This is an optimization exercise on Yosys and OpenROAD, whose aim is small area, a short achievable clock period and few clock cycles per item, not a production implementation. Only simulation tests tie the RTL to the original design; equivalence was not proved.

maple:
Design mulmod_lanes_pipe, start of the top module:
module mulmod_lanes_pipe
#(
  parameter int DATA_WIDTH = 14,
  parameter int LANES      = 4,
  parameter int TAG_WIDTH  = 8
) (
  input  logic                        clk,
  input  logic                        rst,
  input  logic                        cfg_we,
  input  logic [DATA_WIDTH-1:0]       cfg_p,
  input  logic [DATA_WIDTH:0]         cfg_mu,
  output logic                        cfg_ready,
  input  logic                        in_valid,
  output logic                        in_ready,
  input  logic [1:0]                  in_mode,
  input  logic [LANES*DATA_WIDTH-1:0] in_a,
  input  logic [LANES*DATA_WIDTH-1:0] in_b,
  input  logic [TAG_WIDTH-1:0]        in_tag,
  output logic                        out_valid,
  input  logic                        out_ready,
  output logic [LANES*DATA_WIDTH-1:0] out_res,
  output logic [TAG_WIDTH-1:0]        out_tag,
  output logic [LANES-1:0]            out_err
);
Size in the first run: roughly 7300 cells after synthesis, ~690 flip-flops, ~230 I/O pins, ~0.077 mm² of cells after synthesis.
export LEC_CHECK = 0
export CAP_MARGIN = 20
export CORE_MARGIN = 2
export CORE_UTILIZATION = 50
export SLEW_MARGIN = 20
create_clock -name core_clock -period 11.0 [get_ports {clk}]
standard.sh (not shown) runs the stock make flow with config.mk's settings and CLKGATE_MAP_FILE= SYNTH_SCRIPT=/design/flow/synth_recipe.tcl, a recipe that flattens the netlist after the stock synthesis.
==> flow/flow/run.sh <==
#!/bin/bash
set -euo pipefail
bash standard.sh SETUP_SLACK_MARGIN=5.6 finish > layout_make.log 2>&1
Testbench counts of maple, summed over its fixed seeds: cycles 16,040, items 16,000.
The following lists how onyx was set up differently from maple:
- SETUP_SLACK_MARGIN: unset -> 5
==> flow/run.sh (new file) <==
#!/bin/bash
# synth_recipe.tcl (not shown) runs the flow's synth.tcl, then flattens the netlist and writes it again
# the make line also repeats each setting of config.mk as NAME=value (left out here)
make -C /OpenROAD-flow-scripts/flow DESIGN_CONFIG=/design/flow/config.mk WORK_HOME=/design/flow/orfs CLKGATE_MAP_FILE= SYNTH_SCRIPT=/design/flow/synth_recipe.tcl finish
removed: flow/flow/run.sh
removed: flow/standard.sh
--- outcome ---
- Finished layout cell area in onyx vs maple: down about 4%
- Number of global-route vias before repair of onyx falls short of that of maple by a few percent.
- Number of DRC markers in iteration 0 for onyx: 428 down relative to maple
- [onyx] count of clock-buffer cells in the layout fell 3 relative to maple

---

JK:
Another version of the RTL of mulmod_lanes_pipe (not shown whole).
Size in the first run: about 7100 cells after synthesis, about 230 I/O pins.
==> flow/config.mk <==
export PLATFORM = sky130hd
export DESIGN_NAME = mulmod_lanes_pipe
export DESIGN_NICKNAME = mulmod_lanes_pipe
export VERILOG_FILES = /design/flow/design.v
export SDC_FILE = /design/flow/constraint.sdc
export NUM_CORES = 4
export LEC_CHECK = 0
export CAP_MARGIN = 10
export CORE_MARGIN = 2
export CORE_UTILIZATION = 50
export CTS_BUF_LIST = sky130_fd_sc_hd__clkbuf_4
export CTS_CLUSTER_SIZE = 20
export SETUP_SLACK_MARGIN = 5
export SLEW_MARGIN = 10
==> flow/constraint.sdc <==
create_clock -name core_clock -period 11.0 [get_ports {clk}]
set_input_delay 2.2000 -clock core_clock [delete_from_list [all_inputs] [get_ports {clk}]]
set_output_delay 2.2000 -clock core_clock [all_outputs]
set_load 0.01 [all_outputs]
run.sh (not shown) runs the stock make flow with config.mk's settings and CLKGATE_MAP_FILE= SYNTH_SCRIPT=/design/flow/synth_recipe.tcl, a recipe that flattens the netlist after the stock synthesis.
Stock flow here: none of the scripts above is used.
Testbench counts of JK, summed over its fixed seeds: cycles 16,040, items 16,000.
## Diff of input files: MS against JK
Settings: clearing SETUP_SLACK_MARGIN, which used to be 5.
==> flow/flow/run.sh (new file) <==
#!/bin/bash
set -euo pipefail
bash standard.sh SETUP_SLACK_MARGIN=5.6 finish > layout_make.log 2>&1
==> flow/standard.sh (new file) <==
#!/bin/bash
# synth_recipe.tcl (not shown) runs the flow's synth.tcl, then flattens the netlist and writes it again
# the make line also repeats each setting of config.mk as NAME=value (left out here)
make -C /OpenROAD-flow-scripts/flow DESIGN_CONFIG=/design/flow/config.mk WORK_HOME=/design/flow/orfs CLKGATE_MAP_FILE= SYNTH_SCRIPT=/design/flow/synth_recipe.tcl "${@:-finish}"
removed: flow/run.sh
Relative to JK, the via count measured on MS has increased by a few percent. Non-clock buffer count (JK / MS): 0.49. Looking at hold slack, MS sits 0.017 ns higher than JK does. Between MS and JK, the HPWL after detailed placement figures differ only marginally. MS ended up with a higher number of non-filler instances in the completed layout than JK did. The first-pass GRT wire length of MS was inferior to that of JK. JK ended up with g_lane[0].u_lane.a0_q[10]$_DFFE_PP_ as its worst setup path startpoint; MS ended up with g_lane[0].u_lane.m3_0_q[8]$_DFFE_PP_. In the metrics for JK and MS, the one carrying the higher final setup slack of the worst path is MS.
## Diff of input files: AL against MS
==> flow/flow/run.sh <==
#!/bin/bash
set -euo pipefail
bash standard.sh SETUP_SLACK_MARGIN=5.8 finish > layout_make.log 2>&1
AL: all stages complete, timing, DRC and antenna checks passed. The higher via count came out of AL. Delta(fill cell instance count of the final layout, AL - MS) < 0. Critical path depth | AL below MS. [compare] base=MS new=AL: tap cell count was more or less identical; global-route wire length before repair now sits higher; starting utilization of the core area about even; initial antenna violation count down 2. Any difference in cell area reported after detailed placement between MS and AL is small enough to ignore.

[re-timing with driven ports]
The results above use ideal ports. As a check the final layouts listed here were re-extracted and re-timed, cells and wires unchanged. Step 1 assumes that a clkbuf_16 drives the clock port and a buf_2 every other input. Step 2 times the ports against the registers' clock, not the clock port: input delays grow and output delays shrink by t, the midpoint of the rising clock arrivals with the driver on. Slacks: ideal / step 1 / step 2; pairs: ideal / step 1.
run	shift t [ns]	setup slack, ns	worst register clock-pin slew, ns	worst data-port slew with drivers (ns)
maple	0.786	5.595 / 5.595 / 5.040	0.06 / 0.06	0.07
onyx	0.791	5.143 / 5.143 / 4.434	0.08 / 0.08	0.10
JK	1.238	5.073 / 5.073 / 4.021	0.08 / 0.08	0.14
MS	1.316	5.572 / 5.572 / 4.497	0.10 / 0.10	0.18
AL	1.268	5.747 / 5.747 / 4.678	0.09 / 0.09	0.16
After both steps every run listed still meets setup and hold. For MS, which loses most, drivers alone change the setup slack by 0.000 ns; drivers and shift together by -1.075 ns.
